From an optimization exercise on the open Yosys and OpenROAD flow, aimed at small area, a short achievable clock period and few clock cycles per item; shortcuts taken in it are not production practice.
The RTL was checked by simulation tests, not by an equivalence proof against the original design.

## flow/config.mk

```make
export PLATFORM = sky130hd
export DESIGN_NAME = mod_inv_bin
export DESIGN_NICKNAME = mod_inv_bin
export VERILOG_FILES = /design/flow/design.v
export SDC_FILE = /design/flow/constraint.sdc
export NUM_CORES = 4
export LEC_CHECK = 0
export CAP_MARGIN = 20
export CORE_MARGIN = 2
export CORE_UTILIZATION = 25
export PLACE_DENSITY = 0.4
export SLEW_MARGIN = 20
```

## flow/constraint.sdc

```tcl
create_clock -name core_clock -period 10.0 [get_ports {clk}]
set_input_delay 2.0000 -clock core_clock [delete_from_list [all_inputs] [get_ports {clk}]]
set_output_delay 2.0000 -clock core_clock [all_outputs]
set_load 0.01 [all_outputs]
```

## flow/design.v

```verilog
module mod_inv_bin #(
    parameter int WIDTH     = 128,
    parameter int MAX_STEPS = 4*WIDTH+4,
    parameter int CNT_W     = $clog2(MAX_STEPS+1)
) (
    input  logic             clk,
    input  logic             rst,
    input  logic [WIDTH-1:0] a,
    input  logic [WIDTH-1:0] p,
    input  logic             start,
    output logic             busy,
    output logic [WIDTH-1:0] inv,
    output logic             done,
    output logic             error,
    output logic [1:0]       err_code
);
    typedef enum logic [1:0] {
        S_IDLE,
        S_CHECK,
        S_RUN,
        S_FIN
    } state_t;
    state_t           state_q, state_d;
    logic             start_q, start_d;
    logic [WIDTH-1:0] u_q, u_d;
    logic [WIDTH-1:0] v_q, v_d;
    logic [WIDTH-1:0] pr_q, pr_d;
    logic [WIDTH-1:0] x1_q, x1_d;
    logic [WIDTH-1:0] x2_q, x2_d;
    logic             busy_q, busy_d;
    logic             done_q, done_d;
    logic             error_q, error_d;
    logic [WIDTH-1:0] inv_q, inv_d;
    logic [1:0]       err_code_q, err_code_d;
    logic [CNT_W-1:0] steps_q, steps_d;
    function automatic logic [WIDTH-1:0] halve_mod(input logic [WIDTH-1:0] x,
                                                   input logic [WIDTH-1:0] m);
        logic [WIDTH:0] s;
        s = x[0] ? ({1'b0, x} + {1'b0, m}) : {1'b0, x};
        halve_mod = s[WIDTH:1];
    endfunction
    function automatic logic [WIDTH-1:0] sub_mod(input logic [WIDTH-1:0] x,
                                                 input logic [WIDTH-1:0] y,
                                                 input logic [WIDTH-1:0] m);
        logic [WIDTH:0] d;
        d = {1'b0, x} - {1'b0, y};
        if (x < y) begin
            d = d + {1'b0, m};
        end
        sub_mod = d[WIDTH-1:0];
    endfunction
    always_comb begin
        state_d    = state_q;
        start_d    = start;
        u_d        = u_q;
        v_d        = v_q;
        pr_d       = pr_q;
        x1_d       = x1_q;
        x2_d       = x2_q;
        busy_d     = busy_q;
        done_d     = 1'b0;
        error_d    = 1'b0;
        inv_d      = inv_q;
        err_code_d = err_code_q;
        steps_d    = steps_q;
        case (state_q)
            S_IDLE: begin
                if (start && !start_q) begin
                    u_d     = a;
                    v_d     = p;
                    pr_d    = p;
                    x1_d    = WIDTH'(1);
                    x2_d    = '0;
                    steps_d = '0;
                    busy_d  = 1'b1;
                    state_d = S_CHECK;
                end
            end
            S_CHECK: begin
                if (!pr_q[0] || (pr_q < WIDTH'(3))) begin
                    state_d    = S_FIN;
                    error_d    = 1'b1;
                    err_code_d = 2'd2;
                    inv_d      = '0;
                end else if ((u_q == '0) || (u_q >= pr_q)) begin
                    state_d    = S_FIN;
                    error_d    = 1'b1;
                    err_code_d = 2'd1;
                    inv_d      = '0;
                end else begin
                    state_d = S_RUN;
                end
            end
            S_RUN: begin
                if (steps_q == CNT_W'(MAX_STEPS)) begin
                    state_d    = S_FIN;
                    error_d    = 1'b1;
                    err_code_d = 2'd3;
                    inv_d      = '0;
                end else begin
                    steps_d = steps_q + CNT_W'(1);
                    if (u_q == WIDTH'(1)) begin
                        state_d    = S_FIN;
                        done_d     = 1'b1;
                        err_code_d = 2'd0;
                        inv_d      = x1_q;
                    end else if (v_q == WIDTH'(1)) begin
                        state_d    = S_FIN;
                        done_d     = 1'b1;
                        err_code_d = 2'd0;
                        inv_d      = x2_q;
                    end else if ((u_q == '0) || (v_q == '0)) begin
                        state_d    = S_FIN;
                        error_d    = 1'b1;
                        err_code_d = 2'd3;
                        inv_d      = '0;
                    end else if (!u_q[0]) begin
                        u_d  = u_q >> 1;
                        x1_d = halve_mod(x1_q, pr_q);
                    end else if (!v_q[0]) begin
                        v_d  = v_q >> 1;
                        x2_d = halve_mod(x2_q, pr_q);
                    end else if (u_q >= v_q) begin
                        u_d  = u_q - v_q;
                        x1_d = sub_mod(x1_q, x2_q, pr_q);
                    end else begin
                        v_d  = v_q - u_q;
                        x2_d = sub_mod(x2_q, x1_q, pr_q);
                    end
                end
            end
            S_FIN: begin
                busy_d  = 1'b0;
                state_d = S_IDLE;
            end
            default: begin
                busy_d  = 1'b0;
                state_d = S_IDLE;
            end
        endcase
    end
    always_ff @(posedge clk) begin
        if (rst) begin
            state_q    <= S_IDLE;
            start_q    <= 1'b0;
            u_q        <= '0;
            v_q        <= '0;
            pr_q       <= '0;
            x1_q       <= '0;
            x2_q       <= '0;
            busy_q     <= 1'b0;
            done_q     <= 1'b0;
            error_q    <= 1'b0;
            inv_q      <= '0;
            err_code_q <= 2'd0;
            steps_q    <= '0;
        end else begin
            state_q    <= state_d;
            start_q    <= start_d;
            u_q        <= u_d;
            v_q        <= v_d;
            pr_q       <= pr_d;
            x1_q       <= x1_d;
            x2_q       <= x2_d;
            busy_q     <= busy_d;
            done_q     <= done_d;
            error_q    <= error_d;
            inv_q      <= inv_d;
            err_code_q <= err_code_d;
            steps_q    <= steps_d;
        end
    end
    assign busy     = busy_q;
    assign done     = done_q;
    assign error    = error_q;
    assign inv      = inv_q;
    assign err_code = err_code_q;
endmodule
```

## flow/run.sh

```bash
#!/bin/bash
# synth_recipe.tcl (not shown) runs the flow's synth.tcl, then flattens the netlist and writes it again
# the make line also repeats each setting of config.mk as NAME=value (left out here)
make -C /OpenROAD-flow-scripts/flow DESIGN_CONFIG=/design/flow/config.mk WORK_HOME=/design/flow/orfs CLKGATE_MAP_FILE= SYNTH_SCRIPT=/design/flow/synth_recipe.tcl finish
```

==> qor.csv <==
stage,metric,value,unit
grt,gr-max-usage-layer,met2,
layout,final_common_cell,a21oi_1,
clock_network,post_cts_resized,0,
hold_path,min-delay-start,inv_q[110]$_SDFFE_PP0P_,
clock_network,ctsLongestPathBuffers,4,
layout,stdcell_count,22360,
timing,fin_ws,0.8104,ns
timing,relSlewSlack,13.20,%
layout,final_cell_mix,"a21oi_1, nand2_1, nor2_1, ha_1, o21ai_0",
placement,gp_congestion,1.045,
timing,worstMarginPinSlew,1.302,ns
timing,setup_viol,0,
routing,firstDrtPassIters,6,
clock_network,numCtsBuffers,123,
clock_network,htree_levels,3,
critical_path,cpMaxStageDelayCell,nor4_1,
yosys,synth_top_area_share,14.14,%
grt,grt.met3_usage,4.001,%
timing,period_needed,9.190,ns
routing,ant_nets,0,
placement,port_buffers,391,
critical_path,critPathMaxStageDelay,0.95,ns
hold_path,min_path_type,reg2reg,
clock_network,post-cts-setup-buffer-count,0,
floorplan,die_y,671.2,um
outcome,status,"complete, no violations",
grt,track_usage,30.84,%
grt,grt-ovfl-total,0,
critical_path,endpoint_kind,register,
timing,max_clock_freq,108.8,MHz
grt,grt_pass1_wl,1004000,um
grt,grt_max_degree,142,
timing,fin_crit_sh,91.90,%
clock_network,ctsHoldBuffers,0,
timing,tns,0,ns
clock_network,clockRootBuffer,clkbuf_16,
floorplan,rows,245,
placement,dp_slack,1.217,ns
timing,hold_violations,0,
clock_network,cts.clk_slew.worst_paths,0.05,ns
critical_path,required,10.79,ns
floorplan,ios,392,
layout,drive_above_1_share,4.604,%
timing,fin_skew,0.1114,ns
grt,antenna_found_initial,30,
clock_network,clock-sinks,786,
timing,grt_setup_unrepaired,false,
yosys,yosys-top-cells-area,"dfxtp_1, ha_1, a21oi_1",
routing,drcViolationCount,0,
yosys,ys_types,115,
critical_path,timing.critical_path.from,x2_q[1]$_SDFFE_PP0P_,
yosys,synthArstFlopShare,0,%
timing,slew_viol_final,0,
yosys,synth-edff-count,0,
grt,grtUsageMet1,38.13,%
timing,whs,0.4470,ns
routing,wl_per_cell,32.60,um
placement,dpl.hpwl,600200,um
critical_path,cp_data_arrival_time,9.98,ns
critical_path,cp_top_family,compound AO/OA/AOI/OAI gates,
floorplan,initial_core_util,25.06,%
routing,routed_wl,728800,um
yosys,seq_area_frac_synth,14.14,%
yosys,ys_ff_latch,786,
critical_path,timing.critical_path.buf_inv,2,
routing,drt-initial-drc-count,12890,
yosys,syn_inst,16560,
floorplan,core,0.4442,mm2
yosys,synth_top_flop_cell,dfxtp_1,
routing,vias_per_cell,5.846,
yosys,yosysWarnings,1,
routing,via_count,130700,
yosys,syn-num-nets,18010,
yosys,mappedNetlistArea,0.1113,mm2
yosys,synth_area_per_cell,6.721,um2
grt,use_met2,49.31,%
clock_network,cts_tree,done,
layout,fillers,50060,
critical_path,startpoint_type,register,
floorplan,die-area,0.4505,mm2
layout,area_growth,12.79,%
grt,grt_pass1_vias,126400,
placement,numPlacedInstances,22130,
clock_network,clock_latency,0.97,ns
critical_path,cp_max_fo,8,
yosys,synth_top_cell_by_area,dfxtp_1,
critical_path,crit-reg2reg-launch,x2_q[1]$_SDFFE_PP0P_,
run,maxCapViolCount,0,
floorplan,die_w,671.2,um
critical_path,crit_type,reg2reg,
layout,layout.nets,17780,
==> sequential cells by signal, indices dropped and copies added (netlist names) <==
| signal | flops |
|---|---|
| error_q | 1 |
| err_code_q | 2 |
| u_q | 128 |
| pr_q | 128 |
| v_q | 128 |
| start_q | 1 |
| x2_q | 128 |
| state_q | 2 |
| busy_q | 1 |
| x1_q | 128 |
| steps_q | 10 |
| inv_q | 128 |
| done_q | 1 |
==> path summary, 6_finish.rpt <==
| path | end | slack, ns | depth (start not counted) |
|---|---|---|---|
| worst min register to register | inv_q[110]$_SDFFE_PP0P_ | 0.45 | 2 |
| worst max register to register | x1_q[104]$_SDFFE_PP0P_ | 0.81 | 25 |
| worst max-delay path | x1_q[104]$_SDFFE_PP0P_ | 0.81 | 25 |
| worst min-delay path | inv_q[110]$_SDFFE_PP0P_ | 0.45 | 2 |
==> per-layer routing <==
metal | part of all wire (%) | vias to the layer above | wire length (um)
met1 | 41 | 64140 | 301100
met5 | 0.012 | - | 86
li1 | - | 59810 | -
met2 | 44 | 5290 | 321400
met4 | 8.7 | 14 | 63550
met3 | 5.8 | 1440 | 42590
==> cells in the mapped netlist, drive strengths merged, types with 54 or more instances <==
| library cell | n |
|---|---|
| a211oi | 201 |
| nor2b | 83 |
| o211ai | 232 |
| a22oi | 57 |
| nand2 | 2185 |
| o21ai | 1264 |
| a31oi | 157 |
| nand3 | 283 |
| or2 | 54 |
| a21oi | 2260 |
| nand4 | 494 |
| o21bai | 371 |
| ha | 1183 |
| nor3 | 285 |
| xnor2 | 585 |
| nor4 | 182 |
| nand2b | 88 |
| clkbuf | 822 |
| and2 | 54 |
| o21a | 148 |
| a21boi | 95 |
| a221oi | 137 |
| o221ai | 165 |
| and3 | 60 |
| a2111oi | 70 |
| a21o | 646 |
| buf | 255 |
| dfxtp | 786 |
| xor2 | 343 |
| nor2 | 1224 |
| inv | 946 |
| o31ai | 114 |
| or3 | 69 |
| mux2i | 88 |
==> layout make-up <==
class	instances	area, um2	share of cell area (%)
Tap cell	5928	7417	5.909
Sequential cell	786	15750	12.55
Clock inverter	45	576.8	0.4595
Clock buffer	171	3562	2.838
Multi-Input combinational cell	13750	88070	70.16
Inverter	948	3575	2.848
Antenna cell	7	17.52	0.01395
Timing Repair Buffer	723	6556	5.223
==> per-stage QoR <==
step                      cell area [um2]  utilization (%)
final                              125500            28.26
after floorplan                    111300                -
after global routing               125500            28.26
after detailed placement           121300            27.31
after global placement             121300            27.30
after CTS                          125400            28.24
==> logic make-up (layout without fill, tap and decap cells) <==
logic type | Yosys count | in the layout | share of synthesized area [%]
fa+ha+maj | 1191 | 1191 | 13.44
xor+xnor | 928 | 928 | 7.303
flops | 786 | 786 | 14.14
mux | 94 | 94 | 0.8522
buf+inv | 2025 | 1887 | 7.088
simple gates | 5169 | 5169 | 21.02
compound gates | 6367 | 6367 | 36.15
other cells | 0 | 7 | 0
==> worst min-delay path, cell delays in order, from the launching register on <==
cell     delay, ns
dfxtp_1       0.31
nand2_1       0.05
o21ai_1       0.05
Testbench counts, summed over its fixed seeds: cycles 103,208, items 384.

==> what the ideal ports hide <==
The flow's constraints put no driver on any port. The routed layout listed below was extracted and timed again, unchanged, in two steps.
Step 1 assumes that a clkbuf_16 drives the clock port and a buf_2 every other input.
Step 2 also shifts input and output timing later by t, the mid clock arrival at the registers, as if the neighbouring blocks saw the same clock.
Slacks: ideal ports / drivers / drivers and shift; pairs: ideal ports / drivers.
shift t [ns]: 1.034
slack for setup (ns): 0.810 / 0.810 / 0.810
clock arrival spread, ns: 0.112 / 0.113
worst slew at a driven data input, ns: 0.10
cell pins on the clock port's net: 1
After both steps setup and hold are still met in this run. The setup slack of this run moves by 0.000 ns with the drivers and by 0.000 ns with both steps.
